This design comes from an exercise in tuning for small area, a short achievable clock period and few clock cycles on the open sky130 flow, not from production work.
At most, simulation tests tie the RTL to the original design; equivalence was not proved.
Power figures rest on the tool's default switching activity, not on a simulated workload.

## nnAccelerator
module nnAccelerator (
	input  logic                 CLOCK1_50,
	input  logic                 resetHidden,
	input  logic                 busWrite,
	input  logic [2:0]           busSel,
	input  logic [1:0]           busNeuron,
	input  logic [8-1:0]   busAddr,
	input  logic [32-1:0]  busWriteData,
	output logic [32-1:0]  busReadData
);
	logic [15:0] xMem [16];
	logic [15:0] w1Mem [64];
	logic [15:0] hMem [4];
	logic [15:0] w2Mem [12];
	logic [15:0] wd;
	logic inRange16;
	logic inRange4;
	logic wrX;
	logic wrW1;
	logic wrH;
	logic wrW2;
	assign wd = busWriteData[15:0];
	assign inRange16 = busAddr < 8'd16;
	assign inRange4 = busAddr < 8'd4;
	assign wrX = busWrite && busSel == 3'd0 && inRange16;
	assign wrW1 = busWrite && busSel == 3'd1 && inRange16;
	assign wrH = busWrite && busSel == 3'd2 && inRange4;
	assign wrW2 = busWrite && busSel == 3'd3 && inRange4 && busNeuron != 2'd3;
	always_ff @(posedge CLOCK1_50) begin
		for (int k = 0; k < 16; k++)
			if (wrX && busAddr[3:0] == 4'(k))
				xMem[k] <= wd;
  ...
Size: roughly 8800 cells after synthesis, roughly 80 I/O pins, ~110000 µm² of cells after synthesis.
==> flow/config.mk <==
export PLATFORM = sky130hd
export DESIGN_NAME = nnAccelerator
export DESIGN_NICKNAME = nnAccelerator
export VERILOG_FILES = /design/flow/design.v
export SDC_FILE = /design/flow/constraint.sdc
export NUM_CORES = 4
export LEC_CHECK = 0
export CAP_MARGIN = 20
export CORE_MARGIN = 2
export CORE_UTILIZATION = 40
export SLEW_MARGIN = 20
==> flow/constraint.sdc <==
create_clock -name core_clock -period 10.0 [get_ports {CLOCK1_50}]
set_input_delay 2.0000 -clock core_clock [delete_from_list [all_inputs] [get_ports {CLOCK1_50}]]
set_output_delay 2.0000 -clock core_clock [all_outputs]
set_load 0.01 [all_outputs]
run.sh (not shown) runs the stock make flow with config.mk's settings and CLKGATE_MAP_FILE= SYNTH_SCRIPT=/design/flow/synth_recipe.tcl, a recipe that flattens the netlist after the stock synthesis.
Testbench counts at the start, summed over its fixed seeds: cycles 1,856.
Rerun with:
==> flow/flow/run.sh (new file) <==
#!/bin/bash
# Standard layout, with timing repair aiming below the clock period by
# SETUP_SLACK_MARGIN (the clock period and constraints are unchanged).
set -euo pipefail
bash standard.sh SETUP_SLACK_MARGIN=6.3 finish > make_finish.log 2>&1
==> flow/standard.sh (new file) <==
#!/bin/bash
# synth_recipe.tcl (not shown) runs the flow's synth.tcl, then flattens the netlist and writes it again
# the make line also repeats each setting of config.mk as NAME=value (left out here)
make -C /OpenROAD-flow-scripts/flow DESIGN_CONFIG=/design/flow/config.mk WORK_HOME=/design/flow/orfs CLKGATE_MAP_FILE= SYNTH_SCRIPT=/design/flow/synth_recipe.tcl "${@:-finish}"
removed: flow/run.sh
=>
- The new run passed the timing, DRC and antenna checks
- routed wire length climbs by roughly a tenth
- clock power drops slightly
- final cell count climbs by a few percent
- combinational power climbs by a quarter to a third
- sequential share of layout area drops by 4.8 points
- design area climbs by roughly a tenth
Rerun with:
==> flow/run.sh (new file) <==
#!/bin/bash
# synth_recipe.tcl (not shown) runs the flow's synth.tcl, then flattens the netlist and writes it again
# the make line also repeats each setting of config.mk as NAME=value (left out here)
make -C /OpenROAD-flow-scripts/flow DESIGN_CONFIG=/design/flow/config.mk WORK_HOME=/design/flow/orfs CLKGATE_MAP_FILE= SYNTH_SCRIPT=/design/flow/synth_recipe.tcl finish
SETUP_SLACK_MARGIN = 5   (was default)
removed: flow/flow/run.sh
removed: flow/standard.sh
What happened:
- The changed run produced a clean layout
- worst setup slack degrades by 0.48 ns
- power went down by roughly a tenth
- wire length went down by roughly a tenth
Rerun with:
ABC_CLOCK_PERIOD_IN_PS = 3500   (was default)
=> Final area stays the same. Wire length does not change. Critical path depth is unchanged. First-iteration DRC count stays the same. Clock-buffer cell count is unchanged. Global-route usage does not change. Area after synthesis does not change.

========
run 1:
nnAccelerator, a different RTL version from the one above (not shown whole).
Size: roughly 8100 cells after synthesis, ~2300 flip-flops, roughly 80 I/O pins, roughly 110000 um2 of cells after synthesis.
clock: 10.0 ns
lec_check: 0
cap_margin: 20
core_margin: 2
core_utilization: 60
slew_margin: 20
standard.sh (not shown) runs the stock make flow with config.mk's settings and CLKGATE_MAP_FILE= SYNTH_SCRIPT=/design/flow/synth_recipe.tcl, a recipe that flattens the netlist after the stock synthesis.
==> flow/flow/run.sh <==
#!/bin/bash
# Standard layout, with timing repair aiming below the clock period by
# SETUP_SLACK_MARGIN (the clock period and constraints are unchanged).
set -euo pipefail
bash standard.sh SETUP_SLACK_MARGIN=6.3 finish > make_finish.log 2>&1
Testbench counts of run 1, summed over its fixed seeds: cycles 1,856.
For run 2, these inputs were changed with respect to run 1:
- SETUP_SLACK_MARGIN newly set to 5
- CTS_CLUSTER_DIAMETER newly set to 100
- CTS_CLUSTER_SIZE newly set to 24
==> flow/run.sh (new file) <==
#!/bin/bash
# synth_recipe.tcl (not shown) runs the flow's synth.tcl, then flattens the netlist and writes it again
# the make line also repeats each setting of config.mk as NAME=value (left out here)
make -C /OpenROAD-flow-scripts/flow DESIGN_CONFIG=/design/flow/config.mk WORK_HOME=/design/flow/orfs CLKGATE_MAP_FILE= SYNTH_SCRIPT=/design/flow/synth_recipe.tcl finish
removed: flow/flow/run.sh
removed: flow/standard.sh
Findings:
Compared run 2 vs run 1, and clock transition time at the flip-flop clock pins of the worst setup and hold paths is up in run 2.
Compared run 2 vs run 1, and maximum level of the CTS H-tree is down in run 2.
Run 2 vs. run 1: number of placed instances with taps included went up 44, wire length went down 5.5%.
Here is what was changed in the inputs of run 3 compared with run 2.
- CTS_CLUSTER_DIAMETER: 100 -> unset
- CTS_CLUSTER_SIZE: 24 -> unset
- SETUP_SLACK_MARGIN: 5 -> unset
==> flow/flow/run.sh (new file) <==
#!/bin/bash
# Standard layout, with timing repair aiming below the clock period by
# SETUP_SLACK_MARGIN (the clock period and constraints are unchanged).
set -euo pipefail
bash standard.sh SETUP_SLACK_MARGIN=6.0 finish > make_finish.log 2>&1
==> flow/standard.sh (new file) <==
#!/bin/bash
# synth_recipe.tcl (not shown) runs the flow's synth.tcl, then flattens the netlist and writes it again
# the make line also repeats each setting of config.mk as NAME=value (left out here)
make -C /OpenROAD-flow-scripts/flow DESIGN_CONFIG=/design/flow/config.mk WORK_HOME=/design/flow/orfs CLKGATE_MAP_FILE= SYNTH_SCRIPT=/design/flow/synth_recipe.tcl "${@:-finish}"
removed: flow/run.sh
Findings:
Register-to-register slack on run 3 is up relative to run 2. Run 3 against run 2: global-route usage shows an increase of 0.66 points, routing usage on met1 shows a reduction of 2.4 points. met2 wire length in run 3 is 4.1% higher than in run 2. In run 3, number of diodes is lower than in run 2. Run 3 does better than run 2 on initial DRC count. | clock slew seen by the registers of the worst setup and hold paths | lower: run 3 |.

========
Setup of delta:
Starting RTL as in the previous note.
==> flow/design.v (excerpt) <==
module nnAccelerator (
	input  logic                 CLOCK1_50,
	input  logic                 resetHidden,
	input  logic                 busWrite,
	input  logic [2:0]           busSel,
	input  logic [1:0]           busNeuron,
	input  logic [8-1:0]   busAddr,
	input  logic [32-1:0]  busWriteData,
	output logic [32-1:0]  busReadData
);
Settings: LEC_CHECK=0, CAP_MARGIN=20, CORE_MARGIN=2, CORE_UTILIZATION=60, CTS_BUF_LIST=sky130_fd_sc_hd__clkbuf_8, CTS_CLUSTER_SIZE=16, SLEW_MARGIN=20; clock period 10.0 ns.
==> flow/flow/run.sh <==
#!/bin/bash
# Standard layout, with timing repair aiming below the clock period by
# SETUP_SLACK_MARGIN (the clock period and constraints are unchanged).
set -euo pipefail
bash standard.sh SETUP_SLACK_MARGIN=6.3 finish > make_finish.log 2>&1
delta completed; timing, DRC and antenna clean
Testbench counts of delta, summed over its fixed seeds: cycles 1,856.
Input changes introduced in cedar (baseline for comparison: delta):
- CTS_CLUSTER_DIAMETER: unset -> 100
- CTS_BUF_LIST: sky130_fd_sc_hd__clkbuf_8 -> unset
- ABC_AREA: unset -> 1
- CTS_CLUSTER_SIZE: 16 -> 24
==> notes.md <==
Diff cedar and delta: fraction of area in clock buffers and inverters lower in cedar. delta ended up with busReadData[10]$_DFF_P_ as its capturing element of the worst setup path; cedar ended up with busReadData[0]$_DFF_P_. Core util | cedar vs delta | cedar lower. Part of the total power dissipated in combinational logic | cedar above delta. Of the two candidates, delta has the worse total power of the final layout and cedar the better one. Sequential cell area: delta vs cedar, no meaningful difference. cedar — clock group share of total power 7.1 points lower, delta as reference. Going from delta to cedar, synthesized area went up about 2.8%, combined global-route utilization of all metal layers went up 2.2 points.
## Diff of input files: xenon against cedar
- ABC_AREA no longer set, was 1
- CTS_CLUSTER_DIAMETER no longer set, was 100
- CTS_CLUSTER_SIZE no longer set, was 24
- CORE_UTILIZATION now 40, was 60
--- outcome ---
Compare cedar and xenon | logic depth of the worst path, buffers included higher: cedar
Going from cedar to xenon, clock-pin slew on the worst setup and hold paths shrinks by 0.04 ns.
xenon against cedar: largest vdd supply drop shows a reduction of 47%; cell area after placement went down 1500 sq um; synthesized area went down; max capacitance violation total closely matched the old numbers.
Count of placed standard cells including taps was lower in the run labelled xenon.
[compare] base=cedar new=xenon: total power increased by 6.7% relative to the old numbers; area enclosed by the die boundary increased by about 46% relative to the old numbers.
Relative to cedar, met1 wire length has gone up in xenon.
> inputs changed (xenon -> quartz)
- an added TNS_END_PERCENT of 0
- a change of CORE_UTILIZATION from 40 to 60
Findings:
quartz ran to completion and came out clean on the timing, DRC and antenna checks. Post-synth net total: quartz vs xenon identical. quartz ends up with a met2 capacity usage during global routing that is 17 points higher than in xenon. The insertion delay of the later-clocked pin in the worst-skew pair of quartz falls short of that of xenon by 0.06 ns. Sort xenon and quartz by clock group total power asc -> top: quartz. What quartz reported for layout buffer count excluding clock buffers has to be multiplied by 1.15 to get the figure for xenon. Compared xenon against quartz; total negative slack within noise. Going from xenon to quartz, the instance count after placement with tap cells included was found to have gone down by 1189. Compared with xenon, quartz shows a higher clock period minus final worst setup slack. Sequential power share ended up 0.5 points higher on quartz than on xenon. Summary: final worst setup slack, quartz worse than xenon.

========
nnAccelerator again, from the RTL that the note above started with.
## nnAccelerator
module nnAccelerator (
	input  logic                 CLOCK1_50,
	input  logic                 resetHidden,
	input  logic                 busWrite,
	input  logic [2:0]           busSel,
	input  logic [1:0]           busNeuron,
	input  logic [8-1:0]   busAddr,
	input  logic [32-1:0]  busWriteData,
	output logic [32-1:0]  busReadData
);
==> flow/config.mk <==
export PLATFORM = sky130hd
export DESIGN_NAME = nnAccelerator
export DESIGN_NICKNAME = nnAccelerator
export VERILOG_FILES = /design/flow/design.v
export SDC_FILE = /design/flow/constraint.sdc
export NUM_CORES = 4
export LEC_CHECK = 0
export CAP_MARGIN = 20
export CORE_MARGIN = 2
export CORE_UTILIZATION = 60
export SLEW_MARGIN = 20
==> flow/constraint.sdc <==
create_clock -name core_clock -period 10.0 [get_ports {CLOCK1_50}]
set_input_delay 2.0000 -clock core_clock [delete_from_list [all_inputs] [get_ports {CLOCK1_50}]]
set_output_delay 2.0000 -clock core_clock [all_outputs]
set_load 0.01 [all_outputs]
==> flow/flow/run.sh <==
#!/bin/bash
# Standard layout, with timing repair aiming below the clock period by
# SETUP_SLACK_MARGIN (the clock period and constraints are unchanged).
set -euo pipefail
bash standard.sh SETUP_SLACK_MARGIN=6.6 finish > make_finish.log 2>&1
Testbench counts at the start, summed over its fixed seeds: cycles 1,856.
Next try:
==> flow/flow/run.sh (replaced) <==
#!/bin/bash
# Standard layout, with timing repair aiming below the clock period by
# SETUP_SLACK_MARGIN (the clock period and constraints are unchanged).
set -euo pipefail
bash standard.sh SETUP_SLACK_MARGIN=6.3 finish > make_finish.log 2>&1
- CORE_UTILIZATION: 60 -> 70
=>
- maximum frequency is higher slightly
- final cell count shrinks by a few percent
- synthesized cell count does not change
- power went down by a few percent
- hold slack barely changes
- utilization is higher by 7.4 points
- register-to-register slack is better by 0.04 ns
- clock skew rose by 0.043 ns
- via count shrinks slightly
Next try:
- CORE_UTILIZATION: 70 -> 60
- CTS_CLUSTER_DIAMETER: default -> 100
- CTS_CLUSTER_SIZE: default -> 24
- PLACE_DENSITY: default -> 0.75
- The changed run passed the timing, DRC and antenna checks
- via count falls slightly
- power decreases by roughly a tenth
- final cell count rises slightly
- routed wire length falls by a few percent
- count of clock-buffer cells in the layout goes down by 124
- final area went down by a few percent
- fmax fell slightly

========
nnAccelerator again, from the RTL that the note above started with.
clock: 10.0 ns
lec_check: 0
cap_margin: 10
core_margin: 2
core_utilization: 60
cts_cluster_diameter: 100
cts_cluster_size: 24
slew_margin: 10
==> flow/flow/run.sh <==
#!/bin/bash
# Standard layout, with timing repair aiming below the clock period by
# SETUP_SLACK_MARGIN (the clock period and constraints are unchanged).
set -euo pipefail
bash standard.sh SETUP_SLACK_MARGIN=6.3 finish > make_finish.log 2>&1
The baseline completed with no timing, DRC or antenna violations.
Testbench counts at the start, summed over its fixed seeds: cycles 1,856.
Then changed:
- CAP_MARGIN: 10 -> 20
- CTS_CLUSTER_DIAMETER: 100 -> 150
- SLEW_MARGIN: 10 -> 20
Final cell count drops by 0.60%.
Wire length came out lower by 0.55%.
Core utilization shrinks by 0.45 points.
Synthesized area is unchanged.
Design area drops by 0.66%.
Synthesized cell count does not change.
Register-to-register slack hardly moves.
Non-clock buffer count fell by 64.
Then changed:
- CTS_CLUSTER_DIAMETER: 150 -> 100
The changed run completed without violations.
First-iteration DRC count shrinks by about 3%.
Utilization is about the same.
Worst setup slack got worse by 0.025 ns.
Area after synthesis is unchanged.
Cell count hardly moves.
Routed wire length stays flat.
Hold slack improves by 0.0085 ns.
Clock skew went up by 0.039 ns.
Cell area stays flat.

========
nnAccelerator, a different RTL version from the one above (not shown whole).
For scale: ~8000 cells after synthesis, ~2200 flip-flops, ~110000 um2 of cells after synthesis.
clock: 10.0 ns
lec_check: 0
cap_margin: 20
core_margin: 2
core_utilization: 40
slew_margin: 20
Scripts as last shown in full above: flow/flow/run.sh
The starting point completed without violations.
Change:
==> flow/run.sh (new file) <==
#!/bin/bash
# synth_recipe.tcl (not shown) runs the flow's synth.tcl, then flattens the netlist and writes it again
# the make line also repeats each setting of config.mk as NAME=value (left out here)
make -C /OpenROAD-flow-scripts/flow DESIGN_CONFIG=/design/flow/config.mk WORK_HOME=/design/flow/orfs CLKGATE_MAP_FILE= SYNTH_SCRIPT=/design/flow/synth_recipe.tcl finish
Settings changed: SETUP_SLACK_MARGIN set to 5.
removed: flow/flow/run.sh
removed: flow/standard.sh
=> Combinational power decreases by 22%; wire length went down by 4.6%; via count went down by 3.0%.
Function was not checked in any run of this note: the RTL went through the layout flow alone.

-- static timing again, ports no longer ideal --
Ports are ideal in the flow. The routed layouts listed here were re-timed in OpenROAD.
Step 1 assumes that a clkbuf_16 drives the clock port and a buf_2 every other input.
Step 2 also shifts input and output timing later by t, the mid clock arrival at the registers, as if the neighbouring blocks saw the same clock.
a / b / c = no drivers / after step 1 / after step 2; a / b = the first two.
| run | t (ns) | slack for setup (ns) | hold slack, ns | worst slew at a driven data input, ns |
|---|---|---|---|---|
| the first run of note 1 | 0.972 | 4.048 / 4.060 / 3.151 | 0.324 / 0.324 / 0.324 | 0.19 |
| the second run of note 1 | 0.982 | 5.414 / 5.414 / 4.893 | 0.325 / 0.325 / 0.325 | 0.21 |
| the third run of note 1 | 0.970 | 4.937 / 4.982 / 4.012 | 0.324 / 0.324 / 0.324 | 0.20 |
| the fourth run of note 1 | 0.970 | 4.937 / 4.982 / 4.012 | 0.324 / 0.324 / 0.324 | 0.20 |
| run 1 | 0.968 | 6.257 / 6.194 / 5.226 | 0.436 / 0.436 / 0.436 | 0.23 |
| run 2 | 0.899 | 4.945 / 5.002 / 4.103 | 0.465 / 0.465 / 0.465 | 0.14 |
| run 3 | 0.954 | 5.925 / 5.925 / 5.101 | 0.412 / 0.412 / 0.412 | 0.10 |
| delta | 1.164 | 6.202 / 6.202 / 5.121 | 0.443 / 0.443 / 0.443 | 0.16 |
| cedar | 0.903 | 6.219 / 6.225 / 5.382 | 0.423 / 0.423 / 0.423 | 0.10 |
| xenon | 0.998 | 6.157 / 6.076 / 5.078 | 0.466 / 0.466 / 0.466 | 0.26 |
| quartz | 0.948 | 6.037 / 6.037 / 5.106 | 0.439 / 0.439 / 0.439 | 0.19 |
| the first run of note 4 | 0.979 | 6.180 / 6.180 / 5.215 | 0.460 / 0.460 / 0.460 | 0.29 |
| the second run of note 4 | 0.962 | 6.199 / 6.131 / 5.170 | 0.457 / 0.457 / 0.457 | 0.19 |
| the third run of note 4 | 0.903 | 6.184 / 6.106 / 5.204 | 0.468 / 0.468 / 0.468 | 0.16 |
| the first run of note 5 | 0.916 | 6.279 / 6.168 / 5.252 | 0.454 / 0.454 / 0.454 | 0.23 |
| the second run of note 5 | 0.907 | 6.284 / 6.218 / 5.311 | 0.457 / 0.457 / 0.457 | 0.22 |
| the third run of note 5 | 0.914 | 6.260 / 6.188 / 5.274 | 0.466 / 0.466 / 0.466 | 0.22 |
| the first run of note 6 | 0.985 | 5.509 / 5.509 / 4.866 | 0.415 / 0.415 / 0.415 | 0.30 |
| the second run of note 6 | 0.972 | 4.858 / 4.836 / 3.864 | 0.419 / 0.419 / 0.419 | 0.14 |
After both steps every run listed still meets setup and hold. The setup slack of delta, which loses most, moves by 0.000 ns with the drivers and by -1.081 ns with both steps.
